Context: an optimization exercise on an open-source flow, tuned for small area, a short achievable clock period and few clock cycles per item. The choices shown serve that exercise and are no tape-out recipe. Only simulation tests tie the RTL to the original design; equivalence was not proved.

**design.v**
```verilog
`timescale 1ns / 1ps
package pszn_pkg;
    localparam int MAX_POINTS = 64;
    localparam int FRAC_BITS  = 12;
    localparam int COORD_W    = 10;
    localparam int OUT_W      = 16;
    localparam int RING_D = 112;
    localparam int TF   = 24;
    localparam int TW   = TF + 12;   
    localparam int RW   = TF + 37;   
    localparam int PW   = TF + 15;   
endpackage
`timescale 1ns / 1ps
module pszn_ring #(
    parameter int WIDTH = 20,
    parameter int DEPTH = 64
) (
    input  logic                     clk,
    input  logic                     we,
    input  logic                     keep,
    input  logic                     clr,
    input  logic [WIDTH-1:0]         wdata,
    input  logic [$clog2(DEPTH)-1:0] rsel,
    output logic [WIDTH-1:0]         rdata,
    output logic                     rvalid
);
    logic [DEPTH*WIDTH-1:0] stages;
    logic [DEPTH-1:0]       valid;
    logic [DEPTH-1:0]       kill;
    always_comb
    begin
        kill = '0;
        kill[rsel] = clr;
    end
    always_ff @(posedge clk)
    begin
        stages <= {stages[(DEPTH-1)*WIDTH-1:0],
                   we ? wdata : stages[DEPTH*WIDTH-1 -: WIDTH]};
        valid  <= {valid[DEPTH-2:0] & ~kill[DEPTH-2:0],
                   we || (valid[DEPTH-1] && keep && !kill[DEPTH-1])};
    end
    assign rdata  = stages[rsel*WIDTH +: WIDTH];
    assign rvalid = valid[rsel];
endmodule
`timescale 1ns / 1ps
import pszn_pkg::*;
module pszn_scale_step
(
    input  logic [RW-1:0] z,
    input  logic [RW-1:0] v,
    input  logic [36:0]   b,
    output logic [RW-1:0] z_nxt,
    output logic [RW-1:0] v_nxt,
    output logic          bit_now
);
    logic [RW-1:0] bx, b4, vop;
    assign bit_now = !z[RW-1];
    assign bx      = RW'(b);
    assign b4      = RW'({b, 2'b00});
    assign vop     = bit_now ? ~v : v;
    assign z_nxt   = {z[RW-3:0], 2'b00} + ~bx + vop + (bit_now ? RW'(2) : RW'(1));
    assign v_nxt   = bit_now ? ({v[RW-2:0], 1'b0} + b4) : ({v[RW-2:0], 1'b0} - b4);
endmodule
module pszn_mul_cs #(
    parameter int AW   = 16,
    parameter int BW   = 16,
    parameter int PWID = 32
) (
    input  logic [AW-1:0]   a,
    input  logic [BW-1:0]   b,
    output logic [PWID-1:0] s,
    output logic [PWID-1:0] c
);
    logic [15:0][PWID-1:0] r;
    logic [10:0][PWID-1:0] l1;
    logic [7:0][PWID-1:0]  l2;
    logic [5:0][PWID-1:0]  l3;
    logic [3:0][PWID-1:0]  l4;
    logic [2:0][PWID-1:0]  l5;
    always_comb
    begin
        for (int i = 0; i < 16; i++)
        begin
            if (i < AW)
                r[i] = a[i] ? (PWID'(b) << i) : '0;
            else
                r[i] = '0;
        end
    end
    function automatic logic [2*PWID-1:0] csa(input logic [PWID-1:0] x, input logic [PWID-1:0] y,
                                              input logic [PWID-1:0] z);
        logic [PWID-1:0] sm, cy;
        sm  = x ^ y ^ z;
        cy  = (x & y) | (x & z) | (y & z);
        csa = {sm, cy[PWID-2:0], 1'b0};
    endfunction
    always_comb
    begin
        {l1[0], l1[1]}  = csa(r[0], r[1], r[2]);
        {l1[2], l1[3]}  = csa(r[3], r[4], r[5]);
        {l1[4], l1[5]}  = csa(r[6], r[7], r[8]);
        {l1[6], l1[7]}  = csa(r[9], r[10], r[11]);
        {l1[8], l1[9]}  = csa(r[12], r[13], r[14]);
        l1[10]          = r[15];
        {l2[0], l2[1]}  = csa(l1[0], l1[1], l1[2]);
        {l2[2], l2[3]}  = csa(l1[3], l1[4], l1[5]);
        {l2[4], l2[5]}  = csa(l1[6], l1[7], l1[8]);
        l2[6]           = l1[9];
        l2[7]           = l1[10];
        {l3[0], l3[1]}  = csa(l2[0], l2[1], l2[2]);
        {l3[2], l3[3]}  = csa(l2[3], l2[4], l2[5]);
        l3[4]           = l2[6];
        l3[5]           = l2[7];
        {l4[0], l4[1]}  = csa(l3[0], l3[1], l3[2]);
        {l4[2], l4[3]}  = csa(l3[3], l3[4], l3[5]);
        {l5[0], l5[1]}  = csa(l4[0], l4[1], l4[2]);
        l5[2]           = l4[3];
        {s, c}          = csa(l5[0], l5[1], l5[2]);
    end
endmodule
`timescale 1ns / 1ps
module pszn_check
(
    input  logic        clk,
    input  logic        rst_n,
    input  logic        start,
    input  logic [15:0] e_mag,
    input  logic [14:0] m_low,
    input  logic [6:0]  n,
    input  logic [36:0] b,
    output logic        busy,
    output logic        done,
    output logic        inc
);
    logic [69:0] acc;
    logic [39:0] mx;
    logic [31:0] my;
    logic [37:0] rr;
    logic [2:0]  op;
    logic [4:0]  cnt;
    logic        cmp;
    logic [69:0] acc_nxt;
    assign acc_nxt = {acc[68:0], 1'b0} + (my[31] ? {30'd0, mx} : 70'd0);
    logic [15:0] a;
    assign a = {1'b0, m_low} + 16'd1;
    always_ff @(posedge clk or negedge rst_n)
    begin
        if (!rst_n)
        begin
            busy <= 1'b0;
            done <= 1'b0;
            op   <= '0;
            cnt  <= '0;
            cmp  <= 1'b0;
        end
        else
        begin
            done <= 1'b0;
            if (start && !busy)
            begin
                busy <= 1'b1;
                op   <= 3'd0;
                cnt  <= '0;
            end
            else if (cmp)
            begin
                cmp  <= 1'b0;
                busy <= 1'b0;
                done <= 1'b1;
            end
            else if (busy)
            begin
                cnt <= cnt + 5'd1;
                if (cnt == 5'd31)
                begin
                    if (op == 3'd3)
                        cmp <= 1'b1;
                    else
                        op <= op + 3'd1;
                end
            end
        end
    end
    always_ff @(posedge clk)
    begin
        if (start && !busy)
        begin
            acc <= '0;
            mx  <= {24'd0, e_mag};
            my  <= {16'd0, e_mag};
        end
        else if (cmp)
        begin
            inc <= acc <= {8'd0, rr, 24'd0};
        end
        else if (busy)
        begin
            if (cnt == 5'd31 && op != 3'd3)
            begin
                acc <= '0;
                case (op)
                    3'd0:
                    begin
                        mx <= acc_nxt[39:0];
                        my <= {25'd0, n - 7'd1};
                    end
                    3'd1:
                    begin
                        rr <= acc_nxt[37:0];
                        mx <= {24'd0, a};
                        my <= {16'd0, a};
                    end
                    3'd2:
                    begin
                        mx <= {3'd0, b};
                        my <= acc_nxt[31:0];
                    end
                    default:
                    begin
                    end
                endcase
            end
            else
            begin
                acc <= acc_nxt;
                my  <= {my[30:0], 1'b0};
            end
        end
    end
endmodule
`timescale 1ns / 1ps
import pszn_pkg::*;
module point_set_zscore_normalizer_core
(
    input  logic                      clk,
    input  logic                      rst_n,
    input  logic                      in_valid,
    output logic                      in_stall,
    input  logic signed [COORD_W-1:0] point_x,
    input  logic signed [COORD_W-1:0] point_y,
    input  logic                      end_of_set,
    output logic                      out_valid,
    input  logic                      out_stall,
    output logic signed [OUT_W-1:0]   norm_x,
    output logic signed [OUT_W-1:0]   norm_y,
    output logic [1:0]                status,
    output logic                      last
);
    logic [1:0]  iq_cnt;
    logic [20:0] iq0, iq1;        
    logic        in_stall_r;
    logic        push, pop;
    logic [1:0]  iq_cnt_nxt;
    assign in_stall   = in_stall_r;
    assign push       = in_valid && !in_stall_r;
    assign iq_cnt_nxt = iq_cnt + {1'b0, push} - {1'b0, pop};
    always_ff @(posedge clk or negedge rst_n)
    begin
        if (!rst_n)
        begin
            iq_cnt     <= '0;
            in_stall_r <= 1'b0;
        end
        else
        begin
            iq_cnt     <= iq_cnt_nxt;
            in_stall_r <= iq_cnt_nxt == 2'd2;
        end
    end
    always_ff @(posedge clk)
    begin
        if (pop)
        begin
            if (iq_cnt == 2'd2)
                iq0 <= iq1;
            else
                iq0 <= {end_of_set, point_y, point_x};
            iq1 <= {end_of_set, point_y, point_x};
        end
        else if (push)
        begin
            if (iq_cnt == 2'd0)
                iq0 <= {end_of_set, point_y, point_x};
            iq1 <= {end_of_set, point_y, point_x};
        end
    end
    logic                      h_eos;
    logic signed [COORD_W-1:0] h_x, h_y;
    assign h_eos = iq0[20];
    assign h_y   = iq0[19:10];
    assign h_x   = iq0[9:0];
    localparam int SW = $clog2(RING_D);
    logic [SW-1:0] occ;           
    logic [SW-1:0] rsel;          
    logic [SW-1:0] ph_off;
    logic [6:0]    n_load;        
    logic          keep, can_write, can_close, wr, rd, skip, rds, ph_taken;
    logic          cs_v;          
    logic          a_v, a_keep, a_eos;
    logic          b_v, b_keep, b_eos;
    logic [19:0]   ring_q;
    logic          ring_v;
    logic [SW-1:0] h_cur, h_new;
    logic [SW:0]   h_sum;
    assign ph_off    = (rsel == SW'(RING_D - 1)) ? '0 : rsel + SW'(1);
    assign ph_taken  = ph_off < occ;
    assign h_new     = ph_off - occ;
    assign h_sum     = {1'b0, h_cur} + {1'b0, h_new};
    assign keep      = n_load != 7'd64;
    assign can_write = (occ == '0)
                    || ((ph_off == occ) && (occ != SW'(RING_D - 1)))
                    || (!ph_taken && (ph_off != SW'(RING_D - 1))
                        && (h_sum <= (SW+1)'(RING_D - 65)));
    assign can_close = !cs_v && !(a_v && a_eos) && !(b_v && b_eos);
    assign pop       = (iq_cnt != 2'd0) && (!keep || can_write) && (!h_eos || can_close);
    assign wr        = pop && keep;
    assign skip      = (occ != '0) && !ring_v;
    assign rds       = rd || skip;
    pszn_ring #(
        .WIDTH (20),
        .DEPTH (RING_D)
    ) u_ring (
        .clk    (clk),
        .we     (wr),
        .keep   (ph_taken),
        .clr    (rds),
        .wdata  ({h_y, h_x}),
        .rsel   (rsel),
        .rdata  (ring_q),
        .rvalid (ring_v)
    );
    always_ff @(posedge clk or negedge rst_n)
    begin
        if (!rst_n)
        begin
            occ    <= '0;
            rsel   <= '0;
            n_load <= '0;
            h_cur  <= '0;
        end
        else
        begin
            if (wr && occ == '0)
            begin
                rsel <= '0;
                occ  <= SW'(1);
            end
            else
            begin
                if (!rds)
                    rsel <= ph_off;
                if (wr)
                    occ <= rds ? ph_off : ph_off + SW'(1);
                else if (rds)
                    occ <= occ - SW'(1);
            end
            if (pop)
            begin
                if (h_eos)
                    h_cur <= '0;
                else if (wr && occ != '0)
                    h_cur <= h_sum[SW-1:0];
                if (h_eos)
                    n_load <= '0;
                else if (keep)
                    n_load <= n_load + 7'd1;
            end
        end
    end
    logic signed [COORD_W-1:0] a_x, a_y, b_x, b_y;
    logic [9:0]                b_hhx, b_hhy, b_llx, b_lly;
    logic signed [10:0]        b_hlx, b_hly;
    logic [6:0]                s_n;
    logic                      s_drop;
    logic signed [16:0]        s_sx, s_sy;
    logic [24:0]               s_qx, s_qy;
    logic signed [16:0]        sx_new, sy_new;
    logic [24:0]               qx_new, qy_new;
    logic [6:0]                n_new;
    logic [6:0]         cs_n;
    logic               cs_drop;
    logic signed [16:0] cs_sx, cs_sy;
    logic [15:0]        cs_ax, cs_ay;     
    logic [24:0]        cs_qx, cs_qy;
    logic               cs_take;
    logic signed [4:0]  a_hx, a_hy;
    logic signed [5:0]  a_lx, a_ly;
    logic signed [10:0] a_hlx, a_hly;
    logic signed [9:0]  a_hhx_s, a_hhy_s;
    logic [24:0]        b_xx, b_yy;
    logic signed [16:0] b_x17, b_y17;
    logic signed [16:0] sx_neg, sy_neg;
    assign a_hx    = a_x[9:5];
    assign a_hy    = a_y[9:5];
    assign a_lx    = {1'b0, a_x[4:0]};
    assign a_ly    = {1'b0, a_y[4:0]};
    assign a_hhx_s = a_hx * a_hx;
    assign a_hhy_s = a_hy * a_hy;
    assign a_hlx   = a_hx * a_lx;
    assign a_hly   = a_hy * a_ly;
    assign b_xx    = {5'd0, b_hhx, 10'd0} + {{8{b_hlx[10]}}, b_hlx, 6'd0} + {15'd0, b_llx};
    assign b_yy    = {5'd0, b_hhy, 10'd0} + {{8{b_hly[10]}}, b_hly, 6'd0} + {15'd0, b_lly};
    assign b_x17  = b_x;
    assign b_y17  = b_y;
    assign sx_new = s_sx + (b_keep ? b_x17 : 17'sd0);
    assign sy_new = s_sy + (b_keep ? b_y17 : 17'sd0);
    assign qx_new = s_qx + (b_keep ? b_xx : 25'd0);
    assign qy_new = s_qy + (b_keep ? b_yy : 25'd0);
    assign n_new  = s_n + {6'd0, b_keep};
    assign sx_neg = -sx_new;
    assign sy_neg = -sy_new;
    always_ff @(posedge clk or negedge rst_n)
    begin
        if (!rst_n)
        begin
            a_v    <= 1'b0;
            b_v    <= 1'b0;
            s_n    <= '0;
            s_drop <= 1'b0;
            s_sx   <= '0;
            s_sy   <= '0;
            s_qx   <= '0;
            s_qy   <= '0;
            cs_v   <= 1'b0;
        end
        else
        begin
            a_v <= pop;
            b_v <= a_v;
            if (b_v)
            begin
                if (b_eos)
                begin
                    s_n    <= '0;
                    s_drop <= 1'b0;
                    s_sx   <= '0;
                    s_sy   <= '0;
                    s_qx   <= '0;
                    s_qy   <= '0;
                end
                else
                begin
                    s_n    <= n_new;
                    s_drop <= s_drop || !b_keep;
                    s_sx   <= sx_new;
                    s_sy   <= sy_new;
                    s_qx   <= qx_new;
                    s_qy   <= qy_new;
                end
            end
            if (b_v && b_eos)
                cs_v <= 1'b1;
            else if (cs_take)
                cs_v <= 1'b0;
        end
    end
    always_ff @(posedge clk)
    begin
        a_x    <= h_x;
        a_y    <= h_y;
        a_keep <= keep;
        a_eos  <= h_eos;
        b_x    <= a_x;
        b_y    <= a_y;
        b_hhx  <= a_hhx_s;
        b_hhy  <= a_hhy_s;
        b_hlx  <= a_hlx;
        b_hly  <= a_hly;
        b_llx  <= a_x[4:0] * a_x[4:0];
        b_lly  <= a_y[4:0] * a_y[4:0];
        b_keep <= a_keep;
        b_eos  <= a_eos;
        if (u_st == U_IDLE && cs_v)
        begin
            cs_qx <= cs_qy;
            cs_ax <= cs_ay;
        end
        if (b_v && b_eos)
        begin
            cs_n    <= n_new;
            cs_drop <= s_drop || !b_keep;
            cs_sx   <= sx_new;
            cs_sy   <= sy_new;
            cs_ax   <= sx_new[16] ? sx_neg[15:0] : sx_new[15:0];
            cs_ay   <= sy_new[16] ? sy_neg[15:0] : sy_new[15:0];
            cs_qx   <= qx_new;
            cs_qy   <= qy_new;
        end
    end
    logic [1:0]             dv;           
    logic [1:0]             rv;           
    logic [1:0][6:0]        d_n;
    logic [1:0][16:0]       d_sx, d_sy;
    logic [1:0][TW-1:0]     d_tx, d_ty;
    logic [1:0][36:0]       d_bx, d_by;
    logic [1:0]             d_zx, d_zy;
    logic [1:0][1:0]        d_st;
    localparam logic [2:0] U_IDLE = 3'd0, U_PX = 3'd1, U_PY = 3'd2, U_BY = 3'd3,
                           U_REC1 = 3'd4, U_REC = 3'd5, U_DONE = 3'd6;
    logic [2:0]         u_st;
    logic               u_ws;            
    logic [6:0]         u_n;
    logic               u_drop;
    logic signed [16:0] u_sx, u_sy;
    logic [19:0]        u_pql;
    logic [18:0]        u_pqh;
    logic [15:0]        u_shh, u_shl, u_sll;
    logic [22:0]        u_bl;
    logic [21:0]        u_bh;
    logic [30:0]        u_dm;            
    logic               u_dzx, u_dzy;    
    logic [36:0]        u_bx, u_by;
    logic [35:0]        u_ri;            
    logic [5:0]         u_kx, u_ky;      
    logic [RW-1:0]      u_zx, u_vx, u_zy, u_vy;
    logic [TW-1:0]      u_xx, u_xy;
    logic [6:0]   mul_n;
    logic [24:0]  mul_q;
    logic [15:0]  mul_a;
    logic [15:0]  mul_hh, mul_hl, mul_ll;
    logic [31:0]  d_diff;
    assign mul_n   = cs_n;
    assign mul_q   = cs_qx;
    assign mul_a   = cs_ax;
    logic [19:0]  mul_pql;
    logic [18:0]  mul_pqh;
    assign mul_pql = mul_n * mul_q[12:0];
    assign mul_pqh = mul_n * mul_q[24:13];
    assign mul_hh  = mul_a[15:8] * mul_a[15:8];
    assign mul_hl  = mul_a[15:8] * mul_a[7:0];
    assign mul_ll  = mul_a[7:0] * mul_a[7:0];
    assign d_diff  = {12'd0, u_pql} + {u_pqh, 13'd0}
                   - {u_shh, 16'd0} - {7'd0, u_shl, 9'd0} - {16'd0, u_sll};
    assign cs_take = (u_st == U_PY);
    logic [30:0] mb_d;
    logic [22:0] mb_l;
    logic [21:0] mb_h;
    logic [36:0] b_sum;
    assign mb_d  = u_dm;
    assign mb_l  = u_n * mb_d[15:0];
    assign mb_h  = u_n * mb_d[30:16];
    assign b_sum = {14'd0, u_bl} + {u_bh[20:0], 16'd0};
    logic [3:0] mb_k;
    always_comb
    begin
        mb_k = '0;
        for (int i = 1; i < 15; i++)
        begin
            if (mb_d[2*i] || mb_d[2*i+1])
                mb_k = 4'(i);
        end
        if (mb_d[30])
            mb_k = 4'd15;
    end
    logic [35:0] mb_r;
    assign mb_r = {30'd0, u_n - 7'd1} << {mb_k, 1'b0};
    logic [RW-1:0] zx_nxt, vx_nxt, zy_nxt, vy_nxt;
    logic          bx_now, by_now;
    pszn_scale_step u_stepx (
        .z       (u_zx),
        .v       (u_vx),
        .b       (u_bx),
        .z_nxt   (zx_nxt),
        .v_nxt   (vx_nxt),
        .bit_now (bx_now)
    );
    pszn_scale_step u_stepy (
        .z       (u_zy),
        .v       (u_vy),
        .b       (u_by),
        .z_nxt   (zy_nxt),
        .v_nxt   (vy_nxt),
        .bit_now (by_now)
    );
    logic [RW-1:0] z0;
    assign z0     = RW'({u_ri, 2'b00}) - RW'(u_bl) - RW'({u_bh, 16'd0});
    logic u_few, u_zx0, u_zy0;
    assign u_few = u_n < 7'd2;
    assign u_zx0 = u_few || u_dzx;
    assign u_zy0 = u_few || u_dzy;
    logic step_x, step_y;
    assign step_x = (u_st == U_REC1 || u_st == U_REC) && (u_kx != '0);
    assign step_y = (u_st == U_REC) && (u_ky != '0);
    always_ff @(posedge clk or negedge rst_n)
    begin
        if (!rst_n)
        begin
            u_st <= U_IDLE;
            u_ws <= 1'b0;
        end
        else
        begin
            case (u_st)
                U_IDLE:
                    if (cs_v)
                        u_st <= U_PX;
                U_PX:
                    u_st <= U_PY;
                U_PY:
                    u_st <= U_BY;
                U_BY:
                    u_st <= U_REC1;
                U_REC1:
                    u_st <= U_REC;
                U_REC:
                    if ((u_kx <= 6'd1) && (u_ky <= 6'd1))
                        u_st <= U_DONE;
                U_DONE:
                    if (!dv[u_ws])
                    begin
                        u_st <= U_IDLE;
                        u_ws <= !u_ws;
                    end
                default:
                    u_st <= U_IDLE;
            endcase
        end
    end
    always_ff @(posedge clk)
    begin
        case (u_st)
            U_IDLE:
            begin
                u_n    <= cs_n;
                u_drop <= cs_drop;
                u_sx   <= cs_sx;
                u_sy   <= cs_sy;
                u_pql  <= mul_pql;
                u_pqh  <= mul_pqh;
                u_shh  <= mul_hh;
                u_shl  <= mul_hl;
                u_sll  <= mul_ll;
            end
            U_PX:
            begin
                u_dm  <= d_diff[30:0];
                u_pql <= mul_pql;
                u_pqh <= mul_pqh;
                u_shh <= mul_hh;
                u_shl <= mul_hl;
                u_sll <= mul_ll;
            end
            U_PY:
            begin
                u_dm  <= d_diff[30:0];
                u_dzx <= u_dm == '0;
                u_bl  <= mb_l;
                u_bh  <= mb_h;
                u_ri  <= mb_r;
                u_kx  <= 6'(TW) - {2'd0, mb_k};
            end
            U_BY:
            begin
                u_dzy <= u_dm == '0;
                u_bl  <= mb_l;
                u_bh  <= mb_h;
                u_ri  <= mb_r;
                u_ky  <= 6'(TW) - {2'd0, mb_k};
                u_bx  <= b_sum;
                u_zx  <= z0;
                u_vx  <= RW'({b_sum, 2'b00});
                u_xx  <= '0;
            end
            U_REC1:
            begin
                u_by  <= b_sum;
                u_zy  <= z0;
                u_vy  <= RW'({b_sum, 2'b00});
                u_xy  <= '0;
            end
            default:
            begin
            end
        endcase
        if (step_x)
        begin
            u_zx <= zx_nxt;
            u_vx <= vx_nxt;
            u_xx <= {u_xx[TW-2:0], bx_now};
            u_kx <= u_kx - 6'd1;
        end
        if (step_y)
        begin
            u_zy <= zy_nxt;
            u_vy <= vy_nxt;
            u_xy <= {u_xy[TW-2:0], by_now};
            u_ky <= u_ky - 6'd1;
        end
    end
    logic desc_we;
    assign desc_we = (u_st == U_DONE) && !dv[u_ws];
    always_ff @(posedge clk)
    begin
        if (desc_we)
        begin
            d_n[u_ws]  <= u_n;
            d_sx[u_ws] <= u_sx;
            d_sy[u_ws] <= u_sy;
            d_tx[u_ws] <= u_xx;
            d_ty[u_ws] <= u_xy;
            d_bx[u_ws] <= u_bx;
            d_by[u_ws] <= u_by;
            d_zx[u_ws] <= u_zx0;
            d_zy[u_ws] <= u_zy0;
            if (u_few)
                d_st[u_ws] <= 2'd1;
            else if (u_drop)
                d_st[u_ws] <= 2'd3;
            else if (u_dzx || u_dzy)
                d_st[u_ws] <= 2'd2;
            else
                d_st[u_ws] <= 2'd0;
        end
    end
    logic       adv;
    logic       cur;              
    logic [5:0] iidx;             
    logic       i_last;
    assign i_last = {1'b0, iidx} == (d_n[cur] - 7'd1);
    assign rd     = adv && (occ != '0) && ring_v && rv[cur];
    logic                      p0_v, p0_s, p0_l;
    logic signed [COORD_W-1:0] p0_x, p0_y;
    logic [6:0]                p0_n;
    logic                      p1_v, p1_s, p1_l;
    logic signed [17:0]        p1_npx, p1_npy;
    logic                      p2_v, p2_s, p2_l;
    logic [15:0]               p2_ex, p2_ey;
    logic                      p2_nx, p2_ny;
    logic                      p3_v, p3_s, p3_l;
    logic [15:0]               p3_ex, p3_ey;
    logic                      p3_nx, p3_ny;
    logic [PW-1:0]             p3_sx, p3_cx, p3_sy, p3_cy;    
    logic [16:0]               p3_thx, p3_thy;  
    logic                      p4_v, p4_s, p4_l;
    logic [15:0]               p4_ex, p4_ey;
    logic                      p4_nx, p4_ny;
    logic [14:0]               p4_mx, p4_my;
    logic                      p4_ax, p4_ay;
    logic                      p4_zx, p4_zy;
    logic [1:0]                p4_st;
    logic                      o_v, o_s;
    logic signed [7:0]  p0_ns;
    logic signed [17:0] np_x, np_y;
    assign p0_ns = $signed({1'b0, p0_n});
    assign np_x  = p0_ns * p0_x;
    assign np_y  = p0_ns * p0_y;
    logic signed [17:0] epx, enx, epy, eny;
    logic signed [16:0] p1_sx, p1_sy;
    assign p1_sx = $signed(d_sx[p1_s]);
    assign p1_sy = $signed(d_sy[p1_s]);
    assign epx = p1_npx - p1_sx;
    assign enx = p1_sx - p1_npx;
    assign epy = p1_npy - p1_sy;
    assign eny = p1_sy - p1_npy;
    logic [TW-1:0]        p2_tx, p2_ty;    
    logic [PW-1:0]        mqx_s, mqx_c, mqy_s, mqy_c;
    pszn_mul_cs #(.AW(16), .BW(TW), .PWID(PW)) u_mqx (.a(p2_ex), .b(p2_tx), .s(mqx_s), .c(mqx_c));
    pszn_mul_cs #(.AW(16), .BW(TW), .PWID(PW)) u_mqy (.a(p2_ey), .b(p2_ty), .s(mqy_s), .c(mqy_c));
    logic [PW-1:0] px, py;
    logic          ax_w, ay_w;
    assign px = p3_sx + p3_cx;
    assign py = p3_sy + p3_cy;
    assign ax_w = (&px[TF-1:16]) && ({1'b0, px[15:0]} > p3_thx);
    assign ay_w = (&py[TF-1:16]) && ({1'b0, py[15:0]} > p3_thy);
    localparam logic [1:0] SL_IDLE = 2'd0, SL_GO = 2'd1, SL_RUN = 2'd2, SL_DONE = 2'd3;
    logic [1:0] sl_st;
    logic       sl_axis, sl_incx, sl_incy;
    logic       chk_busy, chk_done, chk_inc;
    logic       p4_block;
    assign p4_block = p4_v && (p4_ax || p4_ay) && (sl_st != SL_DONE);
    assign adv      = (!o_v || !out_stall) && !p4_block;
    pszn_check u_check (
        .clk   (clk),
        .rst_n (rst_n),
        .start (sl_st == SL_GO),
        .e_mag (sl_axis ? p4_ey : p4_ex),
        .m_low (sl_axis ? p4_my : p4_mx),
        .n     (d_n[p4_s]),
        .b     (sl_axis ? d_by[p4_s] : d_bx[p4_s]),
        .busy  (chk_busy),
        .done  (chk_done),
        .inc   (chk_inc)
    );
    always_ff @(posedge clk or negedge rst_n)
    begin
        if (!rst_n)
        begin
            sl_st   <= SL_IDLE;
            sl_axis <= 1'b0;
            sl_incx <= 1'b0;
            sl_incy <= 1'b0;
        end
        else
        begin
            case (sl_st)
                SL_IDLE:
                    if (p4_block)
                    begin
                        sl_axis <= !p4_ax;
                        sl_st   <= SL_GO;
                    end
                SL_GO:
                    sl_st <= SL_RUN;
                SL_RUN:
                    if (chk_done)
                    begin
                        if (!sl_axis)
                        begin
                            sl_incx <= chk_inc;
                            if (p4_ay)
                            begin
                                sl_axis <= 1'b1;
                                sl_st   <= SL_GO;
                            end
                            else
                                sl_st <= SL_DONE;
                        end
                        else
                        begin
                            sl_incy <= chk_inc;
                            sl_st   <= SL_DONE;
                        end
                    end
                default:
                    if (adv)
                    begin
                        sl_st   <= SL_IDLE;
                        sl_incx <= 1'b0;
                        sl_incy <= 1'b0;
                    end
            endcase
        end
    end
    logic [15:0]              mx_p1, my_p1, mx_ng, my_ng;
    logic signed [OUT_W-1:0]  zx_val, zy_val;
    assign mx_p1  = {1'b0, p4_mx} + 16'd1;
    assign my_p1  = {1'b0, p4_my} + 16'd1;
    assign mx_ng  = ~{1'b0, p4_mx} + 16'd1;
    assign my_ng  = ~{1'b0, p4_my} + 16'd1;
    assign zx_val = p4_zx ? 16'sd0 : p4_nx ? (sl_incx ? ~{1'b0, p4_mx} : mx_ng)
                                          : (sl_incx ? mx_p1 : {1'b0, p4_mx});
    assign zy_val = p4_zy ? 16'sd0 : p4_ny ? (sl_incy ? ~{1'b0, p4_my} : my_ng)
                                          : (sl_incy ? my_p1 : {1'b0, p4_my});
    always_ff @(posedge clk or negedge rst_n)
    begin
        if (!rst_n)
        begin
            p0_v <= 1'b0;
            p1_v <= 1'b0;
            p2_v <= 1'b0;
            p3_v <= 1'b0;
            p4_v <= 1'b0;
            o_v  <= 1'b0;
            cur  <= 1'b0;
            iidx <= '0;
            dv   <= '0;
            rv   <= '0;
        end
        else
        begin
            if (adv)
            begin
                p0_v <= rd;
                p1_v <= p0_v;
                p2_v <= p1_v;
                p3_v <= p2_v;
                p4_v <= p3_v;
            end
            if (!o_v || !out_stall)
                o_v <= adv && p4_v;
            if (rd)
            begin
                if (i_last)
                begin
                    iidx <= '0;
                    cur  <= !cur;
                end
                else
                    iidx <= iidx + 6'd1;
            end
            if (desc_we && !u_ws)
            begin
                dv[0] <= 1'b1;
                rv[0] <= 1'b1;
            end
            else
            begin
                if (rd && i_last && !cur)
                    rv[0] <= 1'b0;
                if (o_v && !out_stall && last && !o_s)
                    dv[0] <= 1'b0;
            end
            if (desc_we && u_ws)
            begin
                dv[1] <= 1'b1;
                rv[1] <= 1'b1;
            end
            else
            begin
                if (rd && i_last && cur)
                    rv[1] <= 1'b0;
                if (o_v && !out_stall && last && o_s)
                    dv[1] <= 1'b0;
            end
        end
    end
    always_ff @(posedge clk)
    begin
        if (adv)
        begin
            p0_s  <= cur;
            p0_l  <= i_last;
            p0_x  <= $signed(ring_q[9:0]);
            p0_y  <= $signed(ring_q[19:10]);
            p0_n  <= d_n[cur];
            p1_s   <= p0_s;
            p1_l   <= p0_l;
            p1_npx <= np_x;
            p1_npy <= np_y;
            p2_s  <= p1_s;
            p2_l  <= p1_l;
            p2_nx <= epx[17];
            p2_ny <= epy[17];
            p2_ex <= epx[17] ? enx[15:0] : epx[15:0];
            p2_ey <= epy[17] ? eny[15:0] : epy[15:0];
            p2_tx <= d_tx[p1_s];
            p2_ty <= d_ty[p1_s];
            p3_s  <= p2_s;
            p3_l  <= p2_l;
            p3_nx <= p2_nx;
            p3_ny <= p2_ny;
            p3_ex <= p2_ex;
            p3_ey <= p2_ey;
            p3_sx <= mqx_s;
            p3_cx <= mqx_c;
            p3_sy <= mqy_s;
            p3_cy <= mqy_c;
            p3_thx <= 17'h10000 - {1'b0, p2_ex};
            p3_thy <= 17'h10000 - {1'b0, p2_ey};
            p4_s  <= p3_s;
            p4_l  <= p3_l;
            p4_nx <= p3_nx;
            p4_ny <= p3_ny;
            p4_ex <= p3_ex;
            p4_ey <= p3_ey;
            p4_mx <= px[PW-1:TF];
            p4_my <= py[PW-1:TF];
            p4_ax <= ax_w && !d_zx[p3_s];
            p4_ay <= ay_w && !d_zy[p3_s];
            p4_zx <= d_zx[p3_s];
            p4_zy <= d_zy[p3_s];
            p4_st <= d_st[p3_s];
        end
        if (adv && p4_v)
        begin
            norm_x <= zx_val;
            norm_y <= zy_val;
            status <= p4_st;
            last   <= p4_l;
            o_s    <= p4_s;
        end
    end
    assign out_valid = o_v;
endmodule
```
**run.sh**
```bash
#!/bin/bash
# synth_recipe.tcl (not shown) runs the flow's synth.tcl, then flattens the netlist and writes it again
# the make line also repeats each setting of config.mk as NAME=value (left out here)
make -C /OpenROAD-flow-scripts/flow DESIGN_CONFIG=/design/flow/config.mk WORK_HOME=/design/flow/orfs CLKGATE_MAP_FILE= SYNTH_SCRIPT=/design/flow/synth_recipe.tcl finish
```
**config.mk**
```make
export PLATFORM = sky130hd
export DESIGN_NAME = point_set_zscore_normalizer_core
export DESIGN_NICKNAME = point_set_zscore_normalizer_core
export VERILOG_FILES = /design/flow/design.v
export SDC_FILE = /design/flow/constraint.sdc
export NUM_CORES = 4
export LEC_CHECK = 0
export ABC_CLOCK_PERIOD_IN_PS = 5000
export CAP_MARGIN = 20
export CORE_MARGIN = 2
export CORE_UTILIZATION = 40
export SETUP_SLACK_MARGIN = 4.5
export SLEW_MARGIN = 20
```
**constraint.sdc**
```tcl
create_clock -name core_clock -period 10.0 [get_ports {clk}]
set_input_delay 2.0000 -clock core_clock [delete_from_list [all_inputs] [get_ports {clk}]]
set_output_delay 2.0000 -clock core_clock [all_outputs]
set_load 0.01 [all_outputs]
```
==> impl_metrics.py, run 1 <==
metrics = {
    "clock_network": {
        "cts.root.buffer_cell": "clkbuf_16",
        "numCtsBuffers": 443,
        "holdBufCountCts": 0,
        "cts_tree": "yes",
        "clockBufferDepth": 4,
        "clk_pin_slew_ns": 0.06,
        "cts.sinks": 4469,
        "ctsHtreeMaxLevel": 5,
        "clk_latency_ns": 1.11,
    },
    "synth": {
        "ys_types": 99,
        "synth_seq_cells": 4469,
        "synth_flop_cell": "dfxtp_1",
        "netlist_instances": 19620,
        "yosysSeqAreaShare": 0.4600,
        "synth.avg_cell_area_um2": 11.94,
        "yosys_warnings": 4,
        "netlist_area_um2": 234300,
        "synth_edf_count": 1746,
        "ys_async_sr_fraction": 0.03647,
    },
    "drt": {
        "antenna_left": 0,
        "wl_per_cell_um": 19.99,
        "via_per_inst": 5.179,
        "routed_wl_um": 555300,
        "num_vias": 143900,
        "drc": 0,
        "drt-pass1-iter-count": 6,
        "drt-initial-drc-count": 9279,
    },
    "die": {
        "fp.dieW_um": 769.3,
        "rows": 281,
        "dieArea_um2": 591800,
        "io_pins": 62,
        "core_region_area_um2": 584700,
        "floorplan.initialDensity": 0.4007,
        "die_height_um": 769.3,
    },
    "finish": {
        "drive_gt1_frac": 0.1118,
        "flow.area_growth_from_synthesis_pct": 11.50,
        "fin_nets": 22350,
        "final_common_cell": "dfxtp_1",
        "postLayoutCellArea_um2": 261200,
        "mostFrequentLayoutCells": "dfxtp_1, inv_1, edfxtp_1",
    },
    "min_path": {
        "hold_path_end": "u_ring.stages[933]",
        "hold_start": "u_ring.stages[913]",
        "worstHoldPathCells": 0,
        "min_path_type": "reg -> reg",
    },
    "setup_path": {
        "crit_slowest_cell": "edfxtp_1",
        "worstPathRequired_ns": 10.81,
        "r2r_start": "u_bl[5]",
        "r2r_setup_slack_ns": 4.54,
        "critPathKind": "reg -> reg",
        "cp_common_cell": "a21o_1",
        "worstPathArrival_ns": 6.26,
        "cpPeakStageDelay_ns": 0.43,
        "crit_path_end_kind": "flip-flop",
        "worstPathMaxFanout": 7,
        "cp.buffers_inverters": 4,
        "worstSetupStartpointType": "flip-flop",
        "rr_endpoint": "u_zx[56]",
        "cp_top_family": "compound AO/OA/AOI/OAI gates",
        "rr_worst_depth": 26,
    },
    "sta": {
        "rsz0062_at_grt": "true",
        "finalSetupViolations": 0,
        "period_share": 0.5455,
        "tightest_slew_ns": 1.176,
        "maxSlewViolCount": 0,
        "clock_skew_ns": 0.1475,
        "hold-worst-slack_ns": 0.2592,
        "hold_viol_final": 0,
        "fin_ws_ns": 4.545,
        "fmax_mhz": 183.3,
        "max-slew-margin-rel": 0.2135,
        "fin_crit_ns": 5.455,
        "setup_tns_ns": 0,
    },
    "global_route": {
        "grtUsageTotal": 0.1857,
        "grt_overflow": 0,
        "grt_antenna_before_repair": 19,
        "grt_pass1_wl_um": 873600,
        "first_global_vias": 149500,
        "grt_max_degree": 163,
    },
    "run_status": {
        "outcome": "complete, no violations",
    },
    "place": {
        "hpwl_um": 390100,
        "pre_cts_ws_ns": 2.632,
        "placed_cell_area_um2": 243200,
        "port_buffers": 61,
        "gp_congestion": 0.9172,
    },
    "job": {
        "max_cap_viol_count": 0,
    },
}
-- flip-flops by register name, indices dropped and copies added, names as in the netlist, 38 cells and up, named ones only --
| name | count |
|---|---|
| p3_sx | 39 |
| p3_sy | 39 |
| u_check.acc | 70 |
| u_check.mx | 40 |
| u_check.rr | 38 |
| u_ring.stages | 2240 |
| u_ring.valid | 112 |
| u_vx | 59 |
| u_vy | 59 |
| u_zx | 60 |
| u_zy | 60 |
-- cell families (layout without fill, tap and decap cells) --
| kind of cell | count (synthesis) | count (layout) | share of synthesized area |
|---|---|---|---|
| AND/OR/NAND/NOR | 4536 | 4542 | 0.09759 |
| other | 0 | 4 | 0 |
| adder cells (fa/ha/maj) | 2701 | 2701 | 0.1892 |
| multiplexers | 1038 | 1038 | 0.08627 |
| flip-flops | 4469 | 4469 | 0.4600 |
| AO/OA/AOI/OAI | 2896 | 2897 | 0.07840 |
| buffers and inverters | 2833 | 3208 | 0.04580 |
| XOR/XNOR | 1143 | 1143 | 0.04273 |
-- layout make-up --
| cell class | instances | area (um2) |
|---|---|---|
| antenna | 4 | 10.01 |
| clock buffer | 581 | 12160 |
| clock inverter | 234 | 3102 |
| fill | 53290 | 323500 |
| inverter | 2008 | 7576 |
| multi-input combinational | 12320 | 117200 |
| sequential | 4469 | 107800 |
| tap | 7782 | 9737 |
| timing repair buffer | 385 | 3587 |
-- layer usage --
layer / share of wire / GRT usage / wire, um
met1: 0.45 / 0.2568 / 252000
met2: 0.47 / 0.3095 / 261500
met3: 0.044 / 0.01956 / 24240
met4: 0.032 / 0.05462 / 17510
met5: 0.000014 / 0 / 8
-- through the flow --
stage / std cells / utilization
6_report: 27780 / 0.4467
2_1_floorplan: 19620 / -
3_3_place_gp: 26800 / 0.4159
3_5_place_dp: 26810 / 0.4159
5_1_grt: 27780 / 0.4467
4_1_cts: 27700 / 0.4443
-- worst max path at each step --
stage                    from  endpoint  slack (ns)  cells after the start
CTS                   u_bl[2]  u_zy[58]        4.44                     25
finish                u_bl[5]  u_zx[56]        4.54                     26
global route          u_bl[2]  u_zx[52]        4.38                     26
detailed placement    u_bl[2]  u_zy[46]        2.63                     24
global placement      u_bl[2]  u_zy[46]        2.67                     24
floorplan           out_stall      p0_l        0.48                      3
-- worst register-to-register path, delay by kind of cell (launching register included) --
| family | cells | cell delay [ns] |
|---|---|---|
| XOR/XNOR | 1 | 0.12 |
| adder cells (fa/ha/maj) | 2 | 0.60 |
| buffers and inverters | 4 | 0.67 |
| AND/OR/NAND/NOR | 6 | 0.84 |
| AO/OA/AOI/OAI | 13 | 2.64 |
| flip-flops | 1 | 0.43 |
-- synth_stat cells, types with 60 or more instances --
| cell type | n | area [um2] |
|---|---|---|
| ha_1 | 1293 | 16180 |
| o21bai_1 | 130 | 975.9 |
| and3_1 | 132 | 825.8 |
| o21a_1 | 189 | 1419 |
| a22o_1 | 70 | 613.1 |
| buf_1 | 102 | 382.9 |
| dfxtp_1 | 2560 | 51250 |
| mux2i_1 | 146 | 1461 |
| nor2_1 | 695 | 2609 |
| a21o_1 | 336 | 2522 |
| xnor2_1 | 767 | 6718 |
| dfrtp_1 | 163 | 4079 |
| a22oi_1 | 61 | 457.9 |
| nand3_1 | 179 | 895.9 |
| a31oi_1 | 111 | 694.4 |
| clkbuf_1 | 668 | 2507 |
| o21ai_0 | 649 | 3248 |
| nand2_1 | 1406 | 5278 |
| fa_1 | 1405 | 28130 |
| inv_1 | 2002 | 7515 |
| edfxtp_1 | 1746 | 52430 |
| a211oi_1 | 71 | 533.0 |
| nand2b_1 | 113 | 706.9 |
| xor2_1 | 376 | 3293 |
| mux2_2 | 99 | 1115 |
| or3_1 | 60 | 375.4 |
| mux4_2 | 773 | 17410 |
| nor2b_1 | 179 | 1120 |
| nand4_1 | 85 | 531.8 |
| and2_1 | 1324 | 8283 |
| a21oi_1 | 824 | 4124 |
| nor3_1 | 172 | 860.8 |
-- timing repair --
item                                    CTS  global route
setup buffers                            80            68
gates cloned                              4             4
hold endpoints to repair                  0             0
gates resized for setup                 131           160
pin swaps                                37            83
endpoints found under the setup margin  344           196
Testbench counts, summed over its fixed seeds: cycles 3,121, items 2,044.
==> run 2: changes to the inputs <==
--- a/design.v
+++ b/design.v
@@ -578,7 +578,9 @@
     assign u_few = u_n < 7'd2;
     assign u_zx0 = u_few || u_dzx;
     assign u_zy0 = u_few || u_dzy;
-    logic step_x, step_y;
+    logic step_x, step_y, rec_last;
+    logic [TW-1:0] tx_fin, ty_fin;
+    assign rec_last = (u_st == U_REC) && (u_kx <= 6'd1) && (u_ky <= 6'd1);
     assign step_x = (u_st == U_REC1 || u_st == U_REC) && (u_kx != '0);
     assign step_y = (u_st == U_REC) && (u_ky != '0);
     always_ff @(posedge clk or negedge rst_n)
@@ -603,8 +605,16 @@
                 U_REC1:
                     u_st <= U_REC;
                 U_REC:
-                    if ((u_kx <= 6'd1) && (u_ky <= 6'd1))
-                        u_st <= U_DONE;
+                    if (rec_last)
+                    begin
+                        if (!dv[u_ws])
+                        begin
+                            u_st <= U_IDLE;
+                            u_ws <= !u_ws;
+                        end
+                        else
+                            u_st <= U_DONE;
+                    end
                 U_DONE:
                     if (!dv[u_ws])
                     begin
@@ -657,15 +667,11 @@
                 u_ri  <= mb_r;
                 u_ky  <= 6'(TW) - {2'd0, mb_k};
                 u_bx  <= b_sum;
-                u_zx  <= z0;
-                u_vx  <= RW'({b_sum, 2'b00});
                 u_xx  <= '0;
             end
             U_REC1:
             begin
                 u_by  <= b_sum;
-                u_zy  <= z0;
-                u_vy  <= RW'({b_sum, 2'b00});
                 u_xy  <= '0;
             end
             default:
@@ -674,21 +680,26 @@
         endcase
         if (step_x)
         begin
-            u_zx <= zx_nxt;
-            u_vx <= vx_nxt;
             u_xx <= {u_xx[TW-2:0], bx_now};
             u_kx <= u_kx - 6'd1;
         end
         if (step_y)
         begin
-            u_zy <= zy_nxt;
-            u_vy <= vy_nxt;
             u_xy <= {u_xy[TW-2:0], by_now};
             u_ky <= u_ky - 6'd1;
         end
     end
+    always_ff @(posedge clk)
+    begin
+        u_zx <= (u_st == U_BY) ? z0 : zx_nxt;
+        u_vx <= (u_st == U_BY) ? RW'({b_sum, 2'b00}) : vx_nxt;
+        u_zy <= (u_st == U_REC1) ? z0 : zy_nxt;
+        u_vy <= (u_st == U_REC1) ? RW'({b_sum, 2'b00}) : vy_nxt;
+    end
     logic desc_we;
-    assign desc_we = (u_st == U_DONE) && !dv[u_ws];
+    assign desc_we = (u_st == U_DONE || rec_last) && !dv[u_ws];
+    assign tx_fin  = step_x ? {u_xx[TW-2:0], bx_now} : u_xx;
+    assign ty_fin  = step_y ? {u_xy[TW-2:0], by_now} : u_xy;
     always_ff @(posedge clk)
     begin
         if (desc_we)
@@ -696,8 +707,8 @@
             d_n[u_ws]  <= u_n;
             d_sx[u_ws] <= u_sx;
             d_sy[u_ws] <= u_sy;
-            d_tx[u_ws] <= u_xx;
-            d_ty[u_ws] <= u_xy;
+            d_tx[u_ws] <= tx_fin;
+            d_ty[u_ws] <= ty_fin;
             d_bx[u_ws] <= u_bx;
             d_by[u_ws] <= u_by;
             d_zx[u_ws] <= u_zx0;
--- a/config.mk
+++ b/config.mk
@@ -9,5 +9,7 @@
 export CAP_MARGIN = 20
 export CORE_MARGIN = 2
 export CORE_UTILIZATION = 40
+export CTS_BUF_LIST = sky130_fd_sc_hd__clkbuf_4 sky130_fd_sc_hd__clkbuf_8
+export CTS_CLUSTER_SIZE = 30
 export SETUP_SLACK_MARGIN = 4.5
 export SLEW_MARGIN = 20
==> impl_metrics.py, run 2 <==
metrics = {
    "drt": {
        "drc": 0,
        "num_vias": 145200,
        "drt-initial-drc-count": 9357,
        "wl_per_cell_um": 19.36,
        "routed_wl_um": 546300,
        "via_per_inst": 5.146,
        "antenna_left": 0,
        "drt-pass1-iter-count": 6,
    },
    "clock_network": {
        "ctsHtreeMaxLevel": 6,
        "cts.sinks": 4469,
        "clk_latency_ns": 1.29,
        "numCtsBuffers": 710,
        "clk_pin_slew_ns": 0.06,
        "clockBufferDepth": 4,
        "cts.root.buffer_cell": "clkbuf_8",
        "cts_tree": "yes",
        "holdBufCountCts": 0,
    },
    "setup_path": {
        "worstPathRequired_ns": 11.15,
        "cpPeakStageDelay_ns": 0.41,
        "worstPathArrival_ns": 6.63,
        "critPathKind": "reg -> reg",
        "cp_common_cell": "o21a_1",
        "worstSetupStartpointType": "flip-flop",
        "crit_slowest_cell": "edfxtp_1",
        "crit_path_end_kind": "flip-flop",
        "worstPathMaxFanout": 5,
    },
    "die": {
        "io_pins": 62,
        "rows": 279,
        "floorplan.initialDensity": 0.4017,
        "die_height_um": 765.7,
        "core_region_area_um2": 577700,
        "dieArea_um2": 586300,
        "fp.dieW_um": 765.7,
    },
    "finish": {
        "final_util": 0.4493,
        "largestRegisters": "u_ring.stages x2240, u_ring.valid x112, u_check.acc x70",
        "mostFrequentLayoutCells": "dfxtp_1, inv_1, edfxtp_1",
        "flow.area_growth_from_synthesis_pct": 11.85,
        "final_cells": 28220,
        "drive_gt1_frac": 0.1392,
        "final_common_cell": "dfxtp_1",
        "largest_reg_flops": 2240,
        "regMostFlops": "u_ring.stages",
        "fin_nets": 22610,
    },
    "global_route": {
        "first_global_vias": 150800,
        "grt_busiest_layer": "met2",
        "grtUsageTotal": 0.1845,
        "grt_max_degree": 153,
        "grt_antenna_before_repair": 21,
        "grt_util_met2": 0.3027,
        "use_met3": 0.02697,
        "grt_overflow": 0,
        "use_met1": 0.2545,
        "grt_pass1_wl_um": 862000,
    },
    "synth": {
        "synth_area_leader_cell": "dfxtp_1",
        "post-synth-top-count-cell": "dfxtp_1",
        "yosys.area.top_type_share": 0.2414,
        "synth_seq_cells": 4469,
        "ys_types": 108,
        "synth.avg_cell_area_um2": 11.86,
        "netlist_instances": 19570,
        "yosys_warnings": 4,
        "yosysSeqAreaShare": 0.4541,
        "ys_top_cells_by_count": "dfxtp_1, inv_1, edfxtp_1, fa_1, and2_1",
        "synth_edf_count": 1508,
        "netlist_area_um2": 232100,
        "ys_async_sr_fraction": 0.03647,
        "synthTopCellsByArea": "dfxtp_1, edfxtp_1, fa_1",
        "synth_flop_cell": "dfxtp_1",
    },
    "sta": {
        "fmax_mhz": 182.6,
        "period_share": 0.5477,
        "clock_skew_ns": 0.09744,
        "max-slew-margin-rel": 0.2054,
        "finalSetupViolations": 0,
        "fin_crit_ns": 5.477,
        "maxSlewViolCount": 0,
        "rsz0062_at_grt": "true",
        "tightest_slew_ns": 1.179,
        "hold_viol_final": 0,
        "setup_tns_ns": 0,
    },
    "place": {
        "port_buffers": 61,
        "gp_congestion": 0.8887,
        "hpwl_um": 376900,
        "dpl.cell_count": 26710,
    },
    "min_path": {
        "min_path_type": "reg -> reg",
    },
    "job": {
        "max_cap_viol_count": 0,
    },
    "run_status": {
        "outcome": "complete, no violations",
    },
}
## run 2: cell count changes after synthesis, moves of 45 or more
cell	delta
mux2_2	+45
dfxtp_1	+238
and3_1	-47
nand2_1	-118
edfxtp_1	-238
nor2_1	+69
## run 2: kinds of logic after synthesis
family,Yosys count,share of synthesized area
DFF,4469,0.4541
xor gates and xnor gates,1114,0.04204
other,1,0.00001616
muxes,1066,0.08910
adders and majority gates,2690,0.1905
buffers and inverters,2820,0.04615
AOI/OAI and AO/OA,2931,0.08079
and+or+nand+nor,4474,0.09732
## run 2: area by class of cell
type                            instances  area [um2]
Clock inverter                        242        2745
Timing Repair inverter                  1       7.507
Clock buffer                         1053       13160
Inverter                             2007        7572
Sequential cell                      4469      105400
Multi-Input combinational cell      12280      117000
Tap cell                             7727        9668
Timing Repair Buffer                  433        3954
Fill cell                           52920      318200
Antenna cell                           11       27.53
## run 2: what timing repair did
| item | CTS | global route |
|---|---|---|
| gates resized for setup | 79 | 211 |
| cloned | 5 | 6 |
| pin swaps | 15 | 80 |
| buffers inserted | 78 | 111 |
| endpoints found under the setup margin | 358 | 245 |
## run 2: path summary, 6_finish.rpt
check                                          from                  end  slack, ns  depth (start not counted)
min in group asynchronous                     rst_n         u_check.busy       0.75                          1
max in group asynchronous                     rst_n             s_qy[18]       7.66                          2
worst max register to register              u_bl[2]             u_zy[60]       4.52                         28
worst min register to register  u_ring.stages[1353]  u_ring.stages[1373]       0.30                          0
worst max-delay path                        u_bl[2]             u_zy[60]       4.52                         28
worst min-delay path            u_ring.stages[1353]  u_ring.stages[1373]       0.30                          0
## run 2: worst max-delay path: cells and delay by family (launching register included)
| kind | cells | cell delay, ns |
|---|---|---|
| AO/OA/AOI/OAI | 19 | 3.51 |
| XOR/XNOR | 1 | 0.15 |
| adder cells (fa/ha/maj) | 2 | 0.47 |
| buffers and inverters | 3 | 0.48 |
| flip-flops | 1 | 0.41 |
| AND/OR/NAND/NOR | 3 | 0.41 |
## run 2: routing by layer
layer | wire length [um] | vias up
met4 | 16370 | 4
met1 | 248000 | 73130
li1 | - | 67910
met5 | 24 | -
met2 | 253800 | 3292
met3 | 28070 | 884
## run 2: through the flow
| step | area [um2] | setup slack, ns | hold slack [ns] |
|---|---|---|---|
| finish | 259600 | 4.523 | 0.3012 |
| global route | 259500 | 4.248 | 0.3039 |
| CTS | 257900 | 4.423 | 0.2836 |
| detailed placement | 240900 | 2.947 | 0.3132 |
| global placement | 240800 | 2.789 | 0.3146 |
| floorplan | 232300 | 0.4840 | 0.3096 |
Testbench counts of run 2, summed over its fixed seeds: cycles 3,094, items 2,044.
==> run 3: changes to the inputs <==
--- a/config.mk
+++ b/config.mk
@@ -9,7 +9,5 @@
 export CAP_MARGIN = 20
 export CORE_MARGIN = 2
 export CORE_UTILIZATION = 40
-export CTS_BUF_LIST = sky130_fd_sc_hd__clkbuf_4 sky130_fd_sc_hd__clkbuf_8
-export CTS_CLUSTER_SIZE = 30
 export SETUP_SLACK_MARGIN = 4.5
 export SLEW_MARGIN = 20
==> impl_metrics.py, run 3 <==
metrics = {
    "setup_path": {
        "worstPathRequired_ns": 10.90,
        "crit_slowest_cell": "o41ai_2",
        "critPathKind": "reg -> reg",
        "worstSetupStartpointType": "flip-flop",
        "r2r_start": "u_bl[2]",
        "crit_path_end_kind": "flip-flop",
        "rr_endpoint": "u_zy[34]",
        "cp_common_cell": "o21a_1",
        "cpPeakStageDelay_ns": 0.48,
        "worstPathArrival_ns": 6.34,
        "worstPathMaxFanout": 3,
        "rr_worst_depth": 27,
        "r2r_setup_slack_ns": 4.55,
    },
    "synth": {
        "synth_area_leader_cell": "dfxtp_1",
        "yosysSeqAreaShare": 0.4541,
        "ys_async_sr_fraction": 0.03647,
        "yosys.area.top_type_share": 0.2414,
        "synthTopCellsByArea": "dfxtp_1, edfxtp_1, fa_1",
        "synth_flop_cell": "dfxtp_1",
        "yosys_warnings": 4,
        "ys_top_cells_by_count": "dfxtp_1, inv_1, edfxtp_1, fa_1, and2_1",
        "post-synth-top-count-cell": "dfxtp_1",
        "netlist_area_um2": 232100,
        "ys_types": 108,
        "synth.avg_cell_area_um2": 11.86,
        "synth_edf_count": 1508,
        "netlist_instances": 19570,
        "synth_seq_cells": 4469,
    },
    "drt": {
        "routed_wl_um": 542700,
        "drt-initial-drc-count": 9632,
        "drt-pass1-iter-count": 6,
        "num_vias": 143500,
        "antenna_left": 0,
        "drc": 0,
        "via_per_inst": 5.169,
        "wl_per_cell_um": 19.55,
    },
    "global_route": {
        "first_global_vias": 148100,
        "grt_antenna_before_repair": 22,
        "grtUsageTotal": 0.1836,
        "grt_max_degree": 153,
        "grt_overflow": 0,
        "grt_pass1_wl_um": 856800,
    },
    "finish": {
        "multiInputGateArea_um2": 117000,
        "regMostFlops": "u_ring.stages",
        "postLayoutCellArea_um2": 259200,
        "final_common_cell": "dfxtp_1",
        "largestRegisters": "u_ring.stages x2240, u_ring.valid x112, u_check.acc x70",
        "drive_gt1_frac": 0.1168,
        "final_util": 0.4487,
        "fillCellCount": 52720,
        "flow.area_growth_from_synthesis_pct": 11.71,
        "layout.area.seq_um2": 105400,
        "fin_nets": 22340,
        "mostFrequentLayoutCells": "dfxtp_1, inv_1, edfxtp_1",
        "largest_reg_flops": 2240,
    },
    "sta": {
        "period_share": 0.5445,
        "clock_skew_ns": 0.09544,
        "finalSetupViolations": 0,
        "tightest_slew_ns": 1.117,
        "rsz0062_at_grt": "true",
        "setup_tns_ns": 0,
        "max-slew-margin-rel": 0.2556,
        "fin_crit_ns": 5.445,
        "hold_viol_final": 0,
        "maxSlewViolCount": 0,
        "fmax_mhz": 183.7,
    },
    "clock_network": {
        "cts.sinks": 4469,
        "ctsHtreeMaxLevel": 5,
        "cts_tree": "yes",
        "clk_pin_slew_ns": 0.06,
        "clk_latency_ns": 1.08,
        "numCtsBuffers": 446,
        "holdBufCountCts": 0,
        "cts.root.buffer_cell": "clkbuf_16",
        "clockBufferDepth": 4,
    },
    "place": {
        "gp_congestion": 0.8887,
        "port_buffers": 61,
        "hpwl_um": 376900,
        "placed_cell_area_um2": 240900,
    },
    "run_status": {
        "outcome": "complete, no violations",
    },
    "min_path": {
        "hold_path_end": "u_ring.stages[2095]",
        "worstHoldPathCells": 0,
        "hold_start": "u_ring.stages[2075]",
        "min_path_type": "reg -> reg",
    },
    "job": {
        "max_cap_viol_count": 0,
    },
    "die": {
        "dieArea_um2": 586300,
        "io_pins": 62,
        "floorplan.initialDensity": 0.4017,
        "die_height_um": 765.7,
        "fp.dieW_um": 765.7,
        "rows": 279,
        "core_region_area_um2": 577700,
    },
}
-- run 3: changes by cell type in the layout (fill, tap and decap cells not counted), moves of 12 or more --
| cell | change |
|---|---|
| clkbuf_1 | +79 |
| clkbuf_16 | +454 |
| clkbuf_4 | -214 |
| clkbuf_8 | -771 |
| clkinv_1 | -21 |
| clkinv_2 | -13 |
| clkinvlp_4 | +12 |
| inv_12 | -17 |
-- run 3: per-stage QoR --
stage	cells	setup slack [ns]	hold WS, ns
after floorplan	19570	0.4840	0.3096
final	27760	4.555	0.2736
after global routing	27750	4.257	0.2760
after detailed placement	26710	2.947	0.3132
after CTS	27630	4.505	0.2764
after global placement	26710	2.789	0.3146
-- run 3: metal layers --
layer,vias up,GRT usage,part of all wire,wire (um)
li1,67270,-,-,-
met1,72410,0.2557,0.46,247800
met2,3012,0.3027,0.47,253400
met3,796,0.02334,0.048,25800
met4,0,0.05000,0.029,15740
met5,-,0,0,0
-- run 3: kinds of logic after synthesis --
logic type | after synthesis | share of synthesized area
simple gates | 4474 | 0.09732
flops | 4469 | 0.4541
buf+inv | 2820 | 0.04615
other cells | 1 | 0.00001616
compound gates | 2931 | 0.08079
xor+xnor | 1114 | 0.04204
fa+ha+maj | 2690 | 0.1905
mux | 1066 | 0.08910
-- run 3: area by class of cell --
class | instances | area share
Antenna cell | 12 | 0.0001158
Clock buffer | 602 | 0.04863
Clock inverter | 234 | 0.01139
Inverter | 2007 | 0.02921
Multi-Input combinational cell | 12280 | 0.4515
Sequential cell | 4469 | 0.4066
Tap cell | 7727 | 0.03729
Timing Repair Buffer | 428 | 0.01519
Timing Repair inverter | 1 | 0.00002896
-- run 3: repair_timing --
item                                   CTS  global route
setup endpoints to repair              357           240
pin swaps                               15            87
gates cloned                             5             6
resized for setup                       79           215
endpoints found under the hold margin    0             0
buffers inserted                        77           107
-- run 3: worst max path at each step --
stage	from	end	slack, ns	cells after the start
CTS	u_bl[2]	u_zy[52]	4.50	27
global route	u_bl[2]	u_zx[38]	4.26	27
global placement	u_bx[2]	u_vx[58]	2.79	25
finish	u_bl[2]	u_zy[34]	4.55	27
floorplan	out_stall	p0_l	0.48	3
detailed placement	u_bx[2]	u_vx[58]	2.95	25
-- run 3: critical path, delay by kind of cell, from the launching register on --
kind / cells / cell delay [ns]
buffers and inverters: 3 / 0.44
AO/OA/AOI/OAI: 19 / 3.48
adder cells (fa/ha/maj): 2 / 0.55
XOR/XNOR: 2 / 0.33
flip-flops: 1 / 0.41
AND/OR/NAND/NOR: 1 / 0.15
==> run 4: changes to the inputs <==
--- a/design.v
+++ b/design.v
@@ -741,7 +741,6 @@
     logic [15:0]               p3_ex, p3_ey;
     logic                      p3_nx, p3_ny;
     logic [PW-1:0]             p3_sx, p3_cx, p3_sy, p3_cy;    
-    logic [16:0]               p3_thx, p3_thy;  
     logic                      p4_v, p4_s, p4_l;
     logic [15:0]               p4_ex, p4_ey;
     logic                      p4_nx, p4_ny;
@@ -771,8 +770,11 @@
     logic          ax_w, ay_w;
     assign px = p3_sx + p3_cx;
     assign py = p3_sy + p3_cy;
-    assign ax_w = (&px[TF-1:16]) && ({1'b0, px[15:0]} > p3_thx);
-    assign ay_w = (&py[TF-1:16]) && ({1'b0, py[15:0]} > p3_thy);
+    logic [16:0] thx, thy;
+    assign thx  = 17'h10000 - {1'b0, p3_ex};
+    assign thy  = 17'h10000 - {1'b0, p3_ey};
+    assign ax_w = (&px[TF-1:16]) && ({1'b0, px[15:0]} > thx);
+    assign ay_w = (&py[TF-1:16]) && ({1'b0, py[15:0]} > thy);
     localparam logic [1:0] SL_IDLE = 2'd0, SL_GO = 2'd1, SL_RUN = 2'd2, SL_DONE = 2'd3;
     logic [1:0] sl_st;
     logic       sl_axis, sl_incx, sl_incy;
@@ -946,8 +948,6 @@
             p3_cx <= mqx_c;
             p3_sy <= mqy_s;
             p3_cy <= mqy_c;
-            p3_thx <= 17'h10000 - {1'b0, p2_ex};
-            p3_thy <= 17'h10000 - {1'b0, p2_ey};
             p4_s  <= p3_s;
             p4_l  <= p3_l;
             p4_nx <= p3_nx;
--- a/config.mk
+++ b/config.mk
@@ -9,5 +9,6 @@
 export CAP_MARGIN = 20
 export CORE_MARGIN = 2
 export CORE_UTILIZATION = 40
+export PLACE_DENSITY = 0.75
 export SETUP_SLACK_MARGIN = 4.5
 export SLEW_MARGIN = 20
==> impl_metrics.py, run 4 <==
metrics = {
    "setup_path": {
        "cpPeakStageDelay_ns": 0.42,
        "r2r_setup_slack_ns": 4.23,
        "crit_path_end_kind": "flip-flop",
        "rr_worst_depth": 30,
        "worstPathMaxFanout": 6,
        "worstPathRequired_ns": 10.86,
        "r2r_start": "u_bl[2]",
        "critPathKind": "reg -> reg",
        "worstSetupStartpointType": "flip-flop",
        "rr_endpoint": "u_zx[58]",
        "crit_slowest_cell": "a2111o_1",
        "cp_common_cell": "a21o_1",
        "worstPathArrival_ns": 6.64,
    },
    "synth": {
        "synth_xor_area_frac": 0.04308,
        "ys_top_cells_by_count": "dfxtp_1, inv_1, edfxtp_1, fa_1, and2_1",
        "ys_async_sr_fraction": 0.03674,
        "synthTopCellsByArea": "dfxtp_1, edfxtp_1, fa_1",
        "netlist_area_um2": 230300,
        "synth_edf_count": 1476,
        "ys_types": 98,
        "synth.avg_cell_area_um2": 11.89,
        "yosys.area.top_type_share": 0.2432,
        "synth_compound_area_frac": 0.08015,
        "synth_simple_gate_area_share": 0.09543,
        "synth_area_leader_cell": "dfxtp_1",
        "synthMuxAreaShare": 0.08989,
        "synthAdderAreaFrac": 0.1921,
        "synth_flop_cell": "dfxtp_1",
        "netlist_instances": 19370,
        "yosys_warnings": 4,
        "yosysSeqAreaShare": 0.4534,
        "synth_seq_cells": 4437,
        "post-synth-top-count-cell": "dfxtp_1",
        "synth_top_family_by_area": "adder cells",
    },
    "clock_network": {
        "clk_pin_slew_ns": 0.07,
        "clk_latency_ns": 1.10,
        "cts.sinks": 4437,
        "numCtsBuffers": 413,
        "ctsHtreeMaxLevel": 5,
        "clockBufferDepth": 4,
        "cts_tree": "yes",
        "holdBufCountCts": 0,
        "cts.root.buffer_cell": "clkbuf_16",
    },
    "finish": {
        "drive_gt1_frac": 0.1131,
        "mostFrequentLayoutCells": "dfxtp_1, inv_1, edfxtp_1",
        "largestRegisters": "u_ring.stages x2240, u_ring.valid x112, u_check.acc x70",
        "fin_nets": 22110,
        "regMostFlops": "u_ring.stages",
        "fillCellCount": 50220,
        "multiInputGateArea_um2": 116600,
        "final_common_cell": "dfxtp_1",
        "layout.area.seq_um2": 104500,
        "flow.area_growth_from_synthesis_pct": 11.42,
        "largest_reg_flops": 2240,
    },
    "drt": {
        "wl_per_cell_um": 19.33,
        "num_vias": 144200,
        "via_per_inst": 5.281,
        "antenna_left": 0,
        "drt-pass1-iter-count": 6,
        "routed_wl_um": 527800,
        "drt-initial-drc-count": 10810,
        "drc": 0,
    },
    "min_path": {
        "min_path_type": "reg -> reg",
        "hold_start": "u_ring.stages[1920]",
        "worstHoldPathCells": 0,
        "hold_path_end": "u_ring.stages[1940]",
    },
    "sta": {
        "period_share": 0.5771,
        "hold-worst-slack_ns": 0.2665,
        "maxSlewViolCount": 0,
        "fmax_mhz": 173.3,
        "fin_crit_ns": 5.771,
        "tightest_slew_ns": 1.226,
        "setup_tns_ns": 0,
        "max-slew-margin-rel": 0.1590,
        "clock_skew_ns": 0.1496,
        "hold_viol_final": 0,
        "finalSetupViolations": 0,
        "rsz0062_at_grt": "true",
    },
    "global_route": {
        "grt_max_degree": 179,
        "grt_antenna_before_repair": 20,
        "grt_pass1_wl_um": 837500,
        "first_global_vias": 150200,
        "grt_overflow": 0,
        "grtUsageTotal": 0.1778,
    },
    "place": {
        "port_buffers": 61,
        "gp_congestion": 0.9044,
        "hpwl_um": 359400,
    },
    "die": {
        "io_pins": 62,
        "die_height_um": 762.8,
        "core_region_area_um2": 573200,
        "floorplan.initialDensity": 0.4018,
        "rows": 278,
        "dieArea_um2": 581900,
        "fp.dieW_um": 762.8,
    },
    "job": {
        "max_cap_viol_count": 0,
    },
    "run_status": {
        "outcome": "complete, no violations",
    },
}
==> run 4: timing repair <==
item,CTS,global route
pin swaps,58,83
setup buffers,79,92
cloned,9,4
resized for setup,117,149
setup endpoints to repair,334,246
==> run 4: logic make-up after synthesis <==
group / Yosys count
buf+inv: 2802
flops: 4437
xor+xnor: 1132
mux: 1059
fa+ha+maj: 2695
compound gates: 2861
simple gates: 4384
==> run 4: metal layers <==
| metal | vias to the layer above | part of all wire | GRT usage |
|---|---|---|---|
| li1 | 66280 | - | - |
| met1 | 72530 | 0.43 | 0.2394 |
| met2 | 4404 | 0.47 | 0.2947 |
| met3 | 999 | 0.063 | 0.02525 |
| met4 | 6 | 0.039 | 0.06113 |
| met5 | - | 0.000091 | 0 |
==> run 4: worst max-delay path: cells and delay by family (launching register included) <==
family                     cells  cell delay [ns]
adders and majority gates      2             0.41
DFF                            1             0.41
buffers and inverters          4             0.45
AOI/OAI and AO/OA             20             3.99
and+or+nand+nor                3             0.32
xor gates and xnor gates       1             0.09
==> run 4: how the worst max path moves through the flow <==
stage / from / end / slack, ns
global placement: rsel[1] / h_cur[6] / 2.87
CTS: u_bl[2] / u_zx[53] / 4.30
global route: u_bl[2] / u_zx[53] / 3.98
finish: u_bl[2] / u_zx[58] / 4.23
floorplan: out_stall / p0_l / 0.95
detailed placement: rsel[1] / h_cur[6] / 2.89
==> run 4: area by class of cell <==
class | count | area share
flip-flops and latches | 4437 | 0.4070
diodes | 5 | 0.00004876
clock inverters | 190 | 0.01062
multi-input cells | 12130 | 0.4543
repair inverters | 2 | 0.00004876
inverters | 2019 | 0.02963
repair buffers | 386 | 0.01521
well taps | 7560 | 0.03686
clock buffers | 576 | 0.04626
==> run 4: metrics by stage <==
stage,utilization,area [um2],setup slack [ns],std cells
2_1_floorplan,-,230500,0.9515,19370
3_3_place_gp,0.4166,238800,2.867,26350
3_5_place_dp,0.4167,238900,2.892,26350
4_1_cts,0.4447,254900,4.297,27200
5_1_grt,0.4476,256600,3.984,27300
6_report,0.4477,256600,4.229,27310
Testbench counts of run 4, summed over its fixed seeds: cycles 3,094, items 2,044.

-- separate check: timing with driven ports --
How much do the figures lean on ideal ports? The routed layouts below were timed once more, with nothing changed but the port constraints. Step 1 sets driving cells, clkbuf_16 on the clock port and buf_2 on the other inputs (assumed; they add their load-dependent delay and slew). Step 2 also shifts input and output timing later by t, the mid clock arrival at the registers, as if the neighbouring blocks saw the same clock. Slacks: no drivers / after step 1 / after step 2; pairs: no drivers / after step 1.
| run | t (ns) | slack for setup (ns) | latest minus earliest clock arrival (ns) |
|---|---|---|---|
| run 1 | 1.143 | 4.545 / 4.545 / 4.254 | 0.165 / 0.165 |
| run 2 | 1.363 | 4.523 / 4.523 / 4.509 | 0.105 / 0.105 |
| run 3 | 1.143 | 4.555 / 4.555 / 4.555 | 0.125 / 0.125 |
| run 4 | 1.135 | 4.229 / 4.229 / 4.229 | 0.154 / 0.154 |
After both steps setup and hold are still met in every run listed. The setup slack of run 1, which loses most, moves by 0.000 ns with the drivers and by -0.291 ns with both steps.
